What follows belongs to an exercise in optimizing a design on an open flow for small area; a production flow would make more cautious choices.
Only simulation tests tie the RTL to the original design; equivalence was not proved.
Power is estimated from default activity; no workload was simulated.

Setup of JK:
// eegFirFilter
module eegFirFilter (
    input logic clk,
    input logic reset,
    input logic [12:0] sampleIn,
    output logic [30:0] filterOut
);
Size: ~1100 cells after synthesis, ~320 flip-flops, ~17000 µm² of cells after synthesis.
clock: 6.0 ns
lec_check: 0
abc_area: 0
cap_margin: 20
core_margin: 2
core_utilization: 75
cts_buf_list: sky130_fd_sc_hd__clkbuf_8
cts_cluster_diameter: 70
cts_cluster_size: 16
gpl_timing_driven: 0
place_density: 0.85
slew_margin: 20
synth_hierarchical: 1
synth_minimum_keep_size: 0
standard.sh (not shown) runs the stock make flow with config.mk's settings and CLKGATE_MAP_FILE= SYNTH_SCRIPT=/design/flow/synth_recipe.tcl, a recipe that flattens the netlist after the stock synthesis.
==> flow/flow/run.sh <==
#!/bin/bash
# Layout flow: the standard ORFS flow, with the port buffers made from the
# smallest buffer cell (every input and output port still gets its own buffer).
set -euo pipefail
bash standard.sh "BUFFER_PORTS_ARGS=-buffer_cell sky130_fd_sc_hd__buf_1" finish > standard_flow.log 2>&1
#### Input delta (MS over JK)
- a change of CTS_CLUSTER_DIAMETER from 70 to 60
- a deleted GPL_TIMING_DRIVEN that had been 0
- a change of CTS_CLUSTER_SIZE from 16 to 14
- an added SETUP_SLACK_MARGIN of 0.15
Findings:
- Compared with JK, in MS wire length now sits lower, post-layout instance count excluding filler cells now sits lower, end-of-flow core utilization now sits lower, DRC violation total after the first TritonRoute iteration now sits lower.

========
Setup of old:
Starting RTL as in the previous note.
export LEC_CHECK = 0
export ABC_AREA = 0
export CAP_MARGIN = 20
export CORE_MARGIN = 2
export CORE_UTILIZATION = 85
export CTS_BUF_LIST = sky130_fd_sc_hd__clkbuf_8
export CTS_CLUSTER_DIAMETER = 70
export CTS_CLUSTER_SIZE = 16
export PLACE_DENSITY = 0.92
export SLEW_MARGIN = 20
export SYNTH_HIERARCHICAL = 1
export SYNTH_MINIMUM_KEEP_SIZE = 0
create_clock -name core_clock -period 6.0 [get_ports {clk}]
Scripts as last shown in full above: flow/flow/run.sh
diff inputs: old => new
Settings: a change of PLACE_DENSITY from 0.92 to 0.75; a change of CORE_UTILIZATION from 85 to 75.
Notes after the runs:
new vs. old: smallest setup slack after layout up 0.094 ns, total number of vias went down by 13%, cell area after placement closely matched the old numbers, proportion of power drawn by the clock network lower, global-route usage fell 15 points.
The clock period minus worst slack in new sits 0.094 ns below the value recorded for old.
Looking at termination of the worst setup path, the r2_51$_DFF_P_ result is from new; the r3_80$_DFF_P_ one comes from old.
The routed wire length of new was superior to that of old.
Per the comparison of new with old, die area now sits higher, number of clock-tree buffers in the layout now sits lower.

========
run A:
Starting RTL as in the previous note.
Settings: LEC_CHECK=0, ABC_AREA=0, CAP_MARGIN=20, CORE_MARGIN=2, CORE_UTILIZATION=75, CTS_BUF_LIST=sky130_fd_sc_hd__clkbuf_8, CTS_CLUSTER_DIAMETER=70, CTS_CLUSTER_SIZE=16, PLACE_DENSITY=0.85, SLEW_MARGIN=20, SYNTH_HIERARCHICAL=1, SYNTH_MINIMUM_KEEP_SIZE=0; clock period 6.0 ns.
Scripts as last shown in full above: flow/flow/run.sh
Run A went all the way through the flow, and no timing, DRC or antenna check failed.
What run B does differently from run A at the input level:
- changing CTS_CLUSTER_DIAMETER from 70 to 60
- setting SETUP_SLACK_MARGIN to 0.05 for the first time
- changing CTS_CLUSTER_SIZE from 16 to 14
==> comparison <==
Compared with run A, in run B wire length increased 420 µm; number of remaining DRC errors essentially unchanged.
Overall power after layout (run B vs. run A) increases slightly
Diff run A -> run B: cell depth of the worst setup path stayed essentially flat; utilization rose by 0.21 points; total number of vias stayed essentially flat.
Measured against each other, run A and run B differ in clock group share of total power, the higher figure coming from run B.
Inputs modified between run B and run C:
- CTS_CLUSTER_SIZE changed from 14 to 16
- CTS_CLUSTER_DIAMETER changed from 60 to 70
- SLEW_MARGIN changed from 20 to 10
- CAP_MARGIN changed from 20 to 10
- SETUP_SLACK_MARGIN removed (was 0.05)
Results
Any difference in required time of the critical path between run B and run C is small enough to ignore. As far as overall overflow remaining after global route goes, run C and run B are indistinguishable; the numbers are identical. Cell area essentially unchanged between run C and run B.
[inputs] run D vs run C
- changing CTS_CLUSTER_DIAMETER from 70 to 60
- changing SLEW_MARGIN from 10 to 20
- changing CTS_CLUSTER_SIZE from 16 to 14
- changing CAP_MARGIN from 10 to 20
Findings:
- Global-route usage, run D and run C, lower one = run C.
- On switching component of the power, run D and run C are basically level.
- There was hardly any difference in via count between run D and run C.

-- port drivers added, routing unchanged --
The flow's constraints put no driver on any port. The routed layouts listed below were extracted and timed again, unchanged, in two steps. Step 1 sets driving cells, clkbuf_16 on the clock port and buf_2 on the other inputs (assumed; they add their load-dependent delay and slew). Step 2 also shifts input and output timing later by t, the mid clock arrival at the registers, as if the neighbouring blocks saw the same clock. Three values: no drivers, after step 1, after step 2; two values: the first two.
run	t, ns	setup slack, ns	hold slack, ns	worst setup path at the end	worst slew at a driven data input, ns
JK	0.623	0.101 / 0.101 / 0.101	0.334 / 0.334 / 0.334	register to register	0.03
MS	0.611	0.213 / 0.213 / 0.213	0.313 / 0.313 / 0.313	register to register	0.04
old	0.645	0.037 / 0.037 / 0.037	0.335 / 0.335 / 0.335	register to register	0.04
new	0.627	0.131 / 0.131 / 0.131	0.332 / 0.332 / 0.332	register to register	0.04
run A	0.617	0.142 / 0.142 / 0.142	0.329 / 0.329 / 0.329	register to register	0.04
run B	0.614	0.181 / 0.181 / 0.181	0.310 / 0.310 / 0.310	register to register	0.03
run C	0.617	0.142 / 0.142 / 0.142	0.329 / 0.329 / 0.329	register to register	0.04
run D	0.614	0.151 / 0.151 / 0.151	0.311 / 0.311 / 0.311	register to register	0.03
After both steps every run listed still meets setup and hold.
